From an optimization exercise on the open Yosys and OpenROAD flow, aimed at small area, a short achievable clock period and few clock cycles per item; shortcuts taken in it are not production practice. Function not checked in this run: the RTL went through the layout flow alone. Power is estimated from default activity; no workload was simulated.

===== flow/standard.sh =====
#!/bin/bash
# synth_recipe.tcl (not shown) runs the flow's synth.tcl, then flattens the netlist and writes it again
# the make line also repeats each setting of config.mk as NAME=value (left out here)
make -C /OpenROAD-flow-scripts/flow DESIGN_CONFIG=/design/flow/config.mk WORK_HOME=/design/flow/orfs CLKGATE_MAP_FILE= SYNTH_SCRIPT=/design/flow/synth_recipe.tcl "${@:-finish}"

===== flow/flow/run.sh =====
#!/bin/bash
# The standard layout, with plain buffers (not delay buffers) on the ports.
set -euo pipefail
export BUFFER_PORTS_ARGS="-buffer_cell sky130_fd_sc_hd__buf_2"
bash standard.sh > standard.log 2>&1

===== flow/design.v =====
package atdrb_pkg;
  localparam int unsigned CNT_W   = 9;
  localparam int unsigned TOTAL_W = 24;
  typedef logic [CNT_W-1:0]   cnt_t;
  typedef logic [TOTAL_W-1:0] total_t;
  typedef enum logic [1:0] {
    REG_THRESHOLD = 2'd0,
    REG_MODE      = 2'd1,
    REG_PERIOD    = 2'd2,
    REG_TSB       = 2'd3
  } reg_idx_e;
  typedef struct packed {
    logic level;
    logic last;
    logic clipped;
    cnt_t count;
  } pack_cmd_t;
endpackage
module atdrb_div (
  input  logic        clk_i,
  input  logic        rst_ni,
  input  logic        start_i,
  input  logic        dbl_i,
  input  logic [23:0] period_i,
  input  logic [15:0] divisor_i,
  output logic        busy_o,
  output logic        done_o,
  output logic [8:0]  a_o,
  output logic [23:0] b_o,
  output logic [16:0] hdiff_o,
  output logic [3:0]  cnt_o
);
  logic        busy_q;
  logic [3:0]  cnt_q;
  logic [15:0] rem_q;
  logic [15:0] quo_q;
  logic [7:0]  low_q;
  logic [16:0] rem_sh;
  logic [16:0] diff;
  logic        ge;
  logic        sat;
  assign rem_sh = {rem_q, busy_q ? quo_q[15] : low_q[7]};
  assign diff   = rem_sh - {1'b0, divisor_i};
  assign ge     = !diff[16];
  assign sat    = quo_q[14:0] > 15'd252 || (quo_q[14:0] == 15'd252 && ge);
  always_ff @(posedge clk_i or negedge rst_ni) begin
    if (!rst_ni) begin
      busy_q <= 1'b0;
    end else if (start_i) begin
      busy_q <= 1'b1;
    end else if (busy_q && cnt_q == 4'd15) begin
      busy_q <= 1'b0;
    end
  end
  always_ff @(posedge clk_i) begin
    if (start_i) begin
      if (period_i[23:16] == 8'd0) begin
        cnt_q <= 4'd8;
        quo_q <= {period_i[15:8], 8'd0};
      end else begin
        cnt_q <= 4'd0;
        quo_q <= period_i[23:8];
      end
      rem_q <= '0;
      low_q <= period_i[7:0];
    end else if (busy_q || dbl_i) begin
      cnt_q <= cnt_q + 4'd1;
      rem_q <= ge ? diff[15:0] : rem_sh[15:0];
      if ((dbl_i || cnt_q == 4'd15) && sat) begin
        quo_q <= 16'd505;
      end else begin
        quo_q <= {quo_q[14:0], ge};
      end
      if (dbl_i) begin
        low_q <= {low_q[6:0], 1'b0};
      end
    end
  end
  assign busy_o = busy_q;
  assign done_o = busy_q && cnt_q == 4'd15;
  assign a_o    = quo_q[8:0];
  assign b_o    = {rem_q, low_q};
  assign hdiff_o = diff;
  assign cnt_o   = cnt_q;
endmodule
module atdrb_packer (
  input  logic        clk_i,
  input  logic        rst_ni,
  input  logic        cmd_valid_i,
  input  logic        cmd_level_i,
  input  logic [8:0]  cmd_bits_i,
  input  logic        cmd_clip_i,
  input  logic        cmd_last_i,
  output logic        full_o,
  output logic        out_valid_o,
  input  logic        out_ready_i,
  output logic [7:0]  packed_byte_o,
  output logic [3:0]  valid_bits_o,
  output logic        final_byte_o,
  output logic [23:0] total_bytes_o,
  output logic        run_clipped_o
);
  logic        pv_q;
  logic        pl_q;
  logic [8:0]  pleft_q;
  logic        plast_q;
  logic        pclip_q;
  logic        full_q;
  logic [6:0]  acc_q;
  logic [2:0]  held_q;
  logic        ov_q;
  logic [7:0]  obyte_q;
  logic [3:0]  ovb_q;
  logic        ofinal_q;
  logic [23:0] ototal_q;
  logic        oclip_q;
  logic [3:0]  lo;
  logic [5:0]  hi;
  logic        c8;
  logic        hi_z;
  logic        full;
  logic        rem_lt8;
  logic        rem_z;
  logic [5:0]  rem_hi;
  logic        need_emit;
  logic        out_free;
  logic        emit;
  logic        pdone;
  logic        p_free;
  logic [6:0]  acc_d;
  logic [2:0]  held_d;
  logic [8:0]  pleft_d;
  logic [3:0]  lim;
  logic [7:0]  mask;
  logic [7:0]  e_byte;
  assign lo        = {1'b0, held_q} + {1'b0, pleft_q[2:0]};
  assign hi        = pleft_q[8:3];
  assign c8        = lo[3];
  assign hi_z      = hi == '0;
  assign full      = !hi_z || c8;
  assign rem_lt8   = c8 ? hi_z : hi == 6'd1;
  assign rem_z     = rem_lt8 && lo[2:0] == '0;
  assign rem_hi    = c8 ? hi : hi - 6'd1;
  assign need_emit = full || plast_q;
  assign out_free  = !ov_q || out_ready_i;
  assign emit      = pv_q && need_emit && out_free;
  assign lim       = full ? 4'd8 : lo;
  assign mask      = (8'hFF >> held_q) & ~(8'hFF >> lim);
  assign e_byte    = ({acc_q, 1'b0} & ~(8'hFF >> held_q)) | (pl_q ? mask : 8'h00);
  always_comb begin
    acc_d   = acc_q;
    held_d  = held_q;
    pleft_d = pleft_q;
    pdone   = 1'b0;
    if (pv_q) begin
      if (!need_emit) begin
        acc_d  = e_byte[7:1];
        held_d = lo[2:0];
        pdone  = 1'b1;
      end else if (out_free) begin
        if (!full) begin
          held_d = '0;
          pdone  = 1'b1;
        end else begin
          acc_d   = {7{pl_q}};   
          held_d  = lo[2:0];
          pleft_d = {rem_hi, 3'b000};
          pdone   = rem_lt8 && (!plast_q || rem_z);
        end
      end
    end
  end
  assign p_free = !pv_q || pdone;
  logic        pv_n;
  logic [8:0]  pleft_n;
  logic        plast_n;
  logic        ov_n;
  logic [3:0]  lo_n;
  logic [5:0]  hi_n;
  logic        hi_z_n;
  logic        full_n;
  logic        rem_lt8_n;
  logic        rem_z_n;
  logic        sure_n;
  assign pv_n      = p_free ? cmd_valid_i : 1'b1;
  assign pleft_n   = p_free ? cmd_bits_i : pleft_d;
  assign plast_n   = p_free ? cmd_last_i : plast_q;
  assign ov_n      = emit || (ov_q && !out_ready_i);
  assign lo_n      = {1'b0, held_d} + {1'b0, pleft_n[2:0]};
  assign hi_n      = pleft_n[8:3];
  assign hi_z_n    = hi_n == '0;
  assign full_n    = !hi_z_n || lo_n[3];
  assign rem_lt8_n = lo_n[3] ? hi_z_n : hi_n == 6'd1;
  assign rem_z_n   = rem_lt8_n && lo_n[2:0] == '0;
  assign sure_n    = !(full_n || plast_n) ||
                     (!ov_n && (!full_n || (rem_lt8_n && (!plast_n || rem_z_n))));
  assign full_o    = full_q;
  always_ff @(posedge clk_i or negedge rst_ni) begin
    if (!rst_ni) begin
      pv_q     <= 1'b0;
      full_q   <= 1'b0;
      held_q   <= '0;
      ov_q     <= 1'b0;
      ofinal_q <= 1'b1;
    end else begin
      held_q <= held_d;
      pv_q   <= pv_n;
      full_q <= pv_n && !sure_n;
      if (emit) begin
        ov_q     <= 1'b1;
        ofinal_q <= plast_q && (!full || rem_z);
      end else if (out_ready_i) begin
        ov_q <= 1'b0;
      end
    end
  end
  always_ff @(posedge clk_i) begin
    acc_q <= acc_d;
    pleft_q <= pleft_n;
    plast_q <= plast_n;
    if (p_free) begin
      pl_q    <= cmd_level_i;
      pclip_q <= cmd_clip_i;
    end
    if (emit) begin
      obyte_q  <= e_byte;
      ovb_q    <= lim;
      ototal_q <= ofinal_q ? 24'd1 : ototal_q + 24'd1;
      oclip_q  <= pclip_q;
    end
  end
  assign out_valid_o   = ov_q;
  assign packed_byte_o = obyte_q;
  assign valid_bits_o  = ovb_q;
  assign final_byte_o  = ofinal_q;
  assign total_bytes_o = ototal_q;
  assign run_clipped_o = oclip_q;
endmodule
module audio_to_direct_recording_bits (
  input  logic        clk_i,
  input  logic        rst_ni,
  input  logic        psel,
  input  logic        penable,
  input  logic        pwrite,
  input  logic [3:0]  paddr,
  input  logic [31:0] pwdata,
  output logic [31:0] prdata,
  output logic        pready,
  input  logic        in_valid_i,
  output logic        in_ready_o,
  input  logic [7:0]  sample_value_i,
  input  logic        is_last_i,
  output logic        out_valid_o,
  input  logic        out_ready_i,
  output logic [7:0]  packed_byte_o,
  output logic [3:0]  valid_bits_o,
  output logic        final_byte_o,
  output logic [23:0] total_bytes_o,
  output logic        run_clipped_o
);
  localparam logic [8:0]  Q_SAT   = 9'd505;
  localparam logic [23:0] RUN_MAX = 24'hFF_FFFE;   
  logic [7:0]  threshold_q;
  logic        mode_q;
  logic [23:0] period_q;
  logic [15:0] tsb_eff;            
  logic        tsb_zero_q;         
  logic        cfg_wr;
  assign pready  = 1'b1;
  assign cfg_wr  = psel && penable && pwrite;
  always_ff @(posedge clk_i or negedge rst_ni) begin
    if (!rst_ni) begin
      threshold_q <= 8'd127;
      mode_q      <= 1'b0;
      period_q    <= 24'd20317;
      tsb_eff     <= 16'd79;
      tsb_zero_q  <= 1'b0;
    end else if (cfg_wr) begin
      case (paddr[3:2])
        atdrb_pkg::REG_THRESHOLD: threshold_q <= pwdata[7:0];
        atdrb_pkg::REG_MODE:      mode_q      <= pwdata[0];
        atdrb_pkg::REG_PERIOD:    period_q    <= pwdata[23:0];
        atdrb_pkg::REG_TSB: begin
          tsb_eff    <= {pwdata[15:1], pwdata[0] || pwdata[15:0] == 16'd0};
          tsb_zero_q <= pwdata[15:0] == 16'd0;
        end
        default: ;
      endcase
    end
  end
  always_comb begin
    case (paddr[3:2])
      atdrb_pkg::REG_THRESHOLD: prdata = {24'd0, threshold_q};
      atdrb_pkg::REG_MODE:      prdata = {31'd0, mode_q};
      atdrb_pkg::REG_PERIOD:    prdata = {8'd0, period_q};
      atdrb_pkg::REG_TSB:       prdata = {16'd0, tsb_eff[15:1], tsb_eff[0] && !tsb_zero_q};
      default:                  prdata = '0;
    endcase
  end
  logic        dirty_q;
  logic        restore_q;
  logic        post_q;
  logic        rc_q;
  logic        rc_hi_q;            
  logic [3:0]  div_cnt;
  logic        rc_end;
  logic        div_start;
  logic        div_busy;
  logic        div_done;
  logic [8:0]  step_a;
  logic [23:0] step_b;
  logic [16:0] half_diff;
  assign rc_end    = rc_q && rc_hi_q && div_cnt == 4'd7;
  assign div_start = (dirty_q && !div_busy && !rc_init && !rc_q) || rc_end;
  atdrb_div u_div (
    .clk_i     (clk_i),
    .rst_ni    (rst_ni),
    .start_i   (div_start),
    .dbl_i     (rc_q),
    .period_i  (period_q),
    .divisor_i (tsb_eff),
    .busy_o    (div_busy),
    .done_o    (div_done),
    .a_o       (step_a),
    .b_o       (step_b),
    .hdiff_o   (half_diff),
    .cnt_o     (div_cnt)
  );
  logic        open_q, open_d;
  logic        lvl_q, lvl_d;
  logic [23:0] ext_q, ext_d;      
  logic [24:0] g_q, g_d;
  logic [8:0]  q_q, q_d;
  logic        defer_q, defer_d;
  logic        wrap;
  logic [24:0] g_new;
  logic [24:0] g_add;
  logic [9:0]  q_sum;
  logic [8:0]  q_step;
  assign wrap      = !g_q[24];
  assign g_new     = {half_diff[16], half_diff, step_b[6:0]};
  assign g_add     = g_q + {1'b0, step_b} - (wrap ? {1'b0, tsb_eff, 8'd0} : 25'd0);
  assign q_sum     = {1'b0, q_q} + {1'b0, step_a} + {9'd0, wrap};
  assign q_step    = (q_sum >= {1'b0, Q_SAT}) ? Q_SAT : q_sum[8:0];
  logic        s_v_q;
  logic        s_lvl_q;
  logic        s_last_q;
  logic        busy;
  logic        rc_init;
  logic        pk_full;
  logic        s_go;
  logic        take;
  assign rc_init    = post_q && !restore_q && open_q;
  assign busy       = dirty_q || div_busy || rc_init || rc_q;
  assign s_go       = s_v_q && !busy && !defer_q &&
                      (!pk_full || (mode_q && (!open_q || s_lvl_q == lvl_q)));
  assign in_ready_o = !s_v_q || s_go;
  assign take       = in_valid_i && in_ready_o;
  always_ff @(posedge clk_i or negedge rst_ni) begin
    if (!rst_ni) begin
      s_v_q <= 1'b0;
    end else begin
      s_v_q <= take || (s_v_q && !s_go);
    end
  end
  always_ff @(posedge clk_i) begin
    if (take) begin
      s_lvl_q  <= sample_value_i > threshold_q;
      s_last_q <= is_last_i;
    end
  end
  logic        cmd_valid;
  logic        cmd_level;
  logic [8:0]  cmd_q;
  logic        cmd_last;
  logic [8:0]  cmd_bits;
  logic        cmd_clip;
  always_comb begin
    open_d    = open_q;
    lvl_d     = lvl_q;
    ext_d     = ext_q;
    g_d       = g_q;
    q_d       = q_q;
    defer_d   = defer_q;
    cmd_valid = 1'b0;
    cmd_level = lvl_q;
    cmd_q     = q_step;
    cmd_last  = 1'b1;
    if (rc_init) begin
      g_d = g_new;
      q_d = '0;
    end else if (rc_q) begin
      if (ext_q[0]) begin
        g_d = g_add;
        q_d = q_step;
      end
      ext_d = {ext_q[0], ext_q[23:1]};
    end else if (defer_q) begin
      if (!pk_full) begin
        cmd_valid = 1'b1;
        open_d    = 1'b0;
        defer_d   = 1'b0;
      end
    end else if (s_go) begin
      cmd_last = s_last_q;
      if (!mode_q) begin
        cmd_valid = 1'b1;
        cmd_level = s_lvl_q;
        cmd_q     = 9'd1;
        if (s_last_q) open_d = 1'b0;
      end else if (!open_q) begin
        open_d  = 1'b1;
        lvl_d   = s_lvl_q;
        ext_d   = '0;
        g_d     = g_new;
        q_d     = '0;
        defer_d = s_last_q;
      end else if (s_lvl_q == lvl_q) begin
        if (ext_q != RUN_MAX) begin
          ext_d = ext_q + 24'd1;
          g_d   = g_add;
          q_d   = q_step;
        end
        defer_d = s_last_q;
      end else begin
        cmd_valid = 1'b1;
        if (s_last_q) begin
          open_d = 1'b0;
        end else begin
          lvl_d = s_lvl_q;
          ext_d = '0;
          g_d   = g_new;
          q_d   = '0;
        end
      end
    end
  end
  assign cmd_clip = cmd_q == Q_SAT;
  assign cmd_bits = {cmd_q[8:1], (cmd_q[0] && !cmd_clip) || cmd_q == '0};
  always_ff @(posedge clk_i or negedge rst_ni) begin
    if (!rst_ni) begin
      dirty_q   <= 1'b1;
      restore_q <= 1'b0;
      post_q    <= 1'b0;
      rc_q      <= 1'b0;
      open_q    <= 1'b0;
      defer_q   <= 1'b0;
    end else begin
      dirty_q   <= (cfg_wr && paddr[3]) || (dirty_q && !(div_start && !rc_q));
      post_q <= div_done;
      if (rc_init) begin
        rc_q <= 1'b1;
      end else if (rc_end) begin
        rc_q <= 1'b0;
      end
      if (rc_end) begin
        restore_q <= 1'b1;
      end else if (post_q) begin
        restore_q <= 1'b0;
      end
      open_q  <= open_d;
      defer_q <= defer_d;
    end
  end
  always_ff @(posedge clk_i) begin
    lvl_q <= lvl_d;
    ext_q <= ext_d;
    g_q   <= g_d;
    q_q   <= q_d;
    if (post_q) begin
      rc_hi_q <= 1'b0;
    end else if (rc_q && div_cnt == 4'd15) begin
      rc_hi_q <= 1'b1;
    end
  end
  atdrb_packer u_pack (
    .clk_i         (clk_i),
    .rst_ni        (rst_ni),
    .cmd_valid_i   (cmd_valid),
    .cmd_level_i   (cmd_level),
    .cmd_bits_i    (cmd_bits),
    .cmd_clip_i    (cmd_clip),
    .cmd_last_i    (cmd_last),
    .full_o        (pk_full),
    .out_valid_o   (out_valid_o),
    .out_ready_i   (out_ready_i),
    .packed_byte_o (packed_byte_o),
    .valid_bits_o  (valid_bits_o),
    .final_byte_o  (final_byte_o),
    .total_bytes_o (total_bytes_o),
    .run_clipped_o (run_clipped_o)
  );
endmodule

===== flow/config.mk =====
export PLATFORM = sky130hd
export DESIGN_NAME = audio_to_direct_recording_bits
export DESIGN_NICKNAME = audio_to_direct_recording_bits
export VERILOG_FILES = /design/flow/design.v
export SDC_FILE = /design/flow/constraint.sdc
export NUM_CORES = 4
export LEC_CHECK = 0
export CAP_MARGIN = 20
export CORE_MARGIN = 2
export CORE_UTILIZATION = 70
export CTS_CLUSTER_DIAMETER = 70
export CTS_CLUSTER_SIZE = 36
export SETUP_SLACK_MARGIN = 4.6
export SLEW_MARGIN = 20

===== flow/constraint.sdc =====
create_clock -name core_clock -period 9.0 [get_ports {clk_i}]
set_input_delay 1.8000 -clock core_clock [delete_from_list [all_inputs] [get_ports {clk_i}]]
set_output_delay 1.8000 -clock core_clock [all_outputs]
set_load 0.01 [all_outputs]

==> impl_metrics.tcl <==
set metrics [dict create \
    vias 11800 \
    dp_hpwl_mm 25.0 \
    clockBufferDepth 3 \
    reg2reg_from "g_q[24]" \
    endpoint_kind "flip-flop" \
    antenna_left 0 \
    wl_mm 35.1 \
    seqCellArea_um2 6160 \
    drt_iter0_markers 916 \
    numCtsBuffers 15 \
    setup_ws_ns 4.57 \
    clk_latency_ns 0.51 \
    core_um2 20200 \
    die_w_um 148 \
    p_per_area_nw_per_um2 448 \
    fmax_mhz 226 \
    crit_type "reg2reg" \
    synth_top_family_by_area "simple AND/OR/NAND/NOR gates" \
    slew_headroom_pct 28.0 \
    multiInputGateArea_um2 7570 \
    ys_seq_elements 227 \
    status "no timing/DRC/antenna violations" \
    synthMuxAreaShare_pct 5.30 \
    dieHeight_um 148 \
    dr.max_layer_used "met4" \
    cellLeakagePower_uw 0.00688 \
    hold_viol 0 \
    wire_per_inst_um 18.2 \
    ys.flop_type "edfxtp_1" \
    synth_area_leaders "edfxtp_1, dfrtp_1, ha_1" \
    async_flop_share_pct 28.6 \
    skew_ns 0.0328 \
    synth_area_um2 14500 \
    finalInstanceArea_um2 16100 \
    met3_length_mm 1.77 \
    final_nets 1793 \
    worstPathMaxFanout 3 \
    layout_min_cycle_time_ns 4.43 \
    min_from "u_pack.pclip_q" \
    dieArea_um2 21800 \
    max-cap-violations 0 \
    wl_met2_mm 17.6 \
    synth-simple-area-share_pct 16.8 \
    fillers 1403 \
    critPathRequiredTime_ns 9.37 \
    synth_cell_type_count 81 \
    avgSynthCellArea_um2 9.36 \
    grt_max_degree 66 \
    vias_per_cell 6.12 \
    track_usage_pct 31.8 \
    synth_top_area_cell "edfxtp_1" \
    fin_crit_sh_pct 49.3 \
    grt_pass1_vias 11600 \
    cts_tree "done" \
    rows 52 \
    cts_max_level 1 \
    placed_area_um2 15200 \
    antenna_found_initial 0 \
    drive_gt1_share_pct 17.2 \
    finalMaxSlewViolations 0 \
    holdBufCountCts 0 \
    io_buffers 105 \
    crit_start "g_q[24]" \
    final_common_cell "nand2_1" \
    yosysWarnings 3 \
    final_cell_mix "nand2_1, inv_1, edfxtp_1" \
    grt-ovfl-total 0 \
    pin_count 125 \
    start_kind "flip-flop" \
    drc 0 \
    synth-edff-count 126 \
    clock_sinks 227 \
    globalplace.congestion 0.887 \
    area_growth_pct 11.0 \
    path_clk_slew_ns 0.10 \
    synth-xor-area-share_pct 4.97 \
    rsz0062_at_grt "true" \
    vdd_drop_max_v 0.000529 \
    grt_pass1_wl_mm 56.9 \
    cts_root_buf "clkbuf_16" \
    fin_tns_setup_ns 0 \
    yosysSeqAreaShare_pct 42.6 \
    start_util_pct 71.5 \
    synth_compound_area_share_pct 14.8 \
    worstHoldPathType "reg2reg" \
    worst_pin_slew_ns 1.05 \
    yosys.area_share.adder_pct 9.40 \
    setup_violations 0 \
    pre_cts_ws_ns 3.91 \
    first_pass_iters 5 \
    syn_inst 1545 \
    netlist.area_leader.share_pct 26.2 \
    routedLengthMet1_mm 14.7 \
    cp.arrival_ns 4.80 \
]
-- final timing paths --
path / endpoint / slack [ns] / cells after the start
worst min register to register: u_pack.oclip_q / 0.45 / 0
min in group asynchronous: period_q[18] / 1.50 / 2
worst max register to register: u_pack.full_q / 4.57 / 21
worst min-delay path: u_pack.oclip_q / 0.45 / 0
worst max-delay path: u_pack.full_q / 4.57 / 21
max in group asynchronous: u_pack.held_q[1] / 6.88 / 2
-- synth_stat cells, types with 13 or more instances --
cell,number
o22ai_1,15
o21ai_0,127
mux2_2,42
o21a_1,16
edfxtp_1,126
a211oi_1,13
a21o_1,16
and2_1,22
nand2_1,156
a21oi_1,74
dfxtp_1,36
xor2_1,47
nor2_1,121
clkbuf_1,48
mux2i_1,27
nor3_1,39
dfstp_2,24
ha_1,75
and3_1,13
nor2b_1,14
nand4_1,24
fa_1,21
dfrtp_1,41
inv_1,148
nor4_1,13
nand3_1,57
xnor2_1,35
-- state kept, by name, indices dropped and copies added (netlist names), 3 cells and up --
| signal | flops |
|---|---|
| g_q | 25 |
| ext_q | 24 |
| period_q | 24 |
| u_pack.ototal_q | 24 |
| tsb_eff | 16 |
| u_div.quo_q | 16 |
| u_div.rem_q | 16 |
| q_q | 9 |
| u_pack.pleft_q | 9 |
| threshold_q | 8 |
| u_div.low_q | 8 |
| u_pack.obyte_q | 8 |
| u_pack.acc_q | 7 |
| u_div.cnt_q | 4 |
| u_pack.ovb_q | 4 |
| u_pack.held_q | 3 |
-- logic make-up (layout without fill, tap and decap cells) --
| kind of cell | Yosys count | after routing |
|---|---|---|
| buf+inv | 214 | 316 |
| other cells | 2 | 10 |
| compound gates | 344 | 344 |
| simple gates | 510 | 510 |
| xor+xnor | 82 | 82 |
| flops | 227 | 227 |
| mux | 70 | 70 |
| fa+ha+maj | 96 | 96 |
-- power by group --
part           internal (µW)  total [µW]  switching [µW]
clock                    335         743             408
sequential              1690        1990             298
combinational           1850        4460            2610
total                   3870        7190            3320
-- per-stage QoR --
stage	utilization [%]	total power [µW]	std cells	hold WS, ns
6_report	79.4	7190	1925	0.453
3_3_place_gp	75.0	6070	1873	0.427
3_5_place_dp	75.1	6220	1874	0.426
5_1_grt	79.3	7770	1924	0.465
4_1_cts	79.0	7100	1917	0.449
2_1_floorplan	-	5240	1552	0.400
-- worst max-delay path, stage by stage, from the launching register on --
cell and delay, ns:
edfxtp_1 0.42, inv_2 0.09, fa_2 0.21, inv_1 0.06, fa_2 0.36, nor2b_2 0.15
buf_4 0.13, o21ai_1 0.07, xor2_1 0.28, nand3_1 0.16, nor4_2 0.30, a21oi_1 0.11
o21a_1 0.21, o21ai_2 0.16, ha_2 0.22, fa_2 0.43, nor3_2 0.16, a31oi_1 0.08
o21a_1 0.19, a211o_1 0.24, nor4_2 0.13, a31oi_1 0.14
-- cell type report --
type                            instances  share of cell area, %
Antenna cell                            1                 0.0156
Clock buffer                           16                   2.36
Clock inverter                         10                  0.803
Inverter                              150                   3.56
Multi-Input combinational cell       1111                   47.2
Sequential cell                       227                   38.4
Tap cell                              270                   2.10
Timing Repair Buffer                  140                   5.62
-- layer usage --
| layer | global-route usage [%] | vias up |
|---|---|---|
| met5 | 0 | - |
| met4 | 11.1 | 0 |
| met3 | 3.73 | 82 |
| met2 | 55.0 | 386 |
| met1 | 41.7 | 5665 |
| li1 | - | 5648 |
-- repair_timing --
action / 4_1_cts / 5_1_grt
buffers inserted: 16 / 6
gates resized for setup: 29 / 1
setup endpoints to repair: 25 / 13
pin swaps: 19 / 10
hold endpoints to repair: 0 / 0
gates cloned: 1 / 1

-- static timing again, ports no longer ideal --
The results above use ideal ports. As a check the final layout listed here was re-extracted and re-timed, cells and wires unchanged. Step 1 (the two cells are an assumption about what drives the block):
set clk [get_ports {clk_i}]
set_driving_cell -lib_cell sky130_fd_sc_hd__clkbuf_16 $clk
set_driving_cell -lib_cell sky130_fd_sc_hd__buf_2 [delete_from_list [all_inputs] $clk]
Step 2 moves the port delays by t, midway between the first and last clock arrival at a register: inputs arrive t later, outputs are due t later. That takes back most of the time a late clock gives input paths. a / b / c = ideal / step 1 / step 2; a / b = the first two.
t (ns): 0.542
setup slack, ns: 4.566 / 4.476 / 4.226
worst register clock-pin slew, ns: 0.11 / 0.11
After both steps setup and hold are still met in this run. For this run, drivers alone change the setup slack by -0.090 ns; drivers and shift together by -0.340 ns.
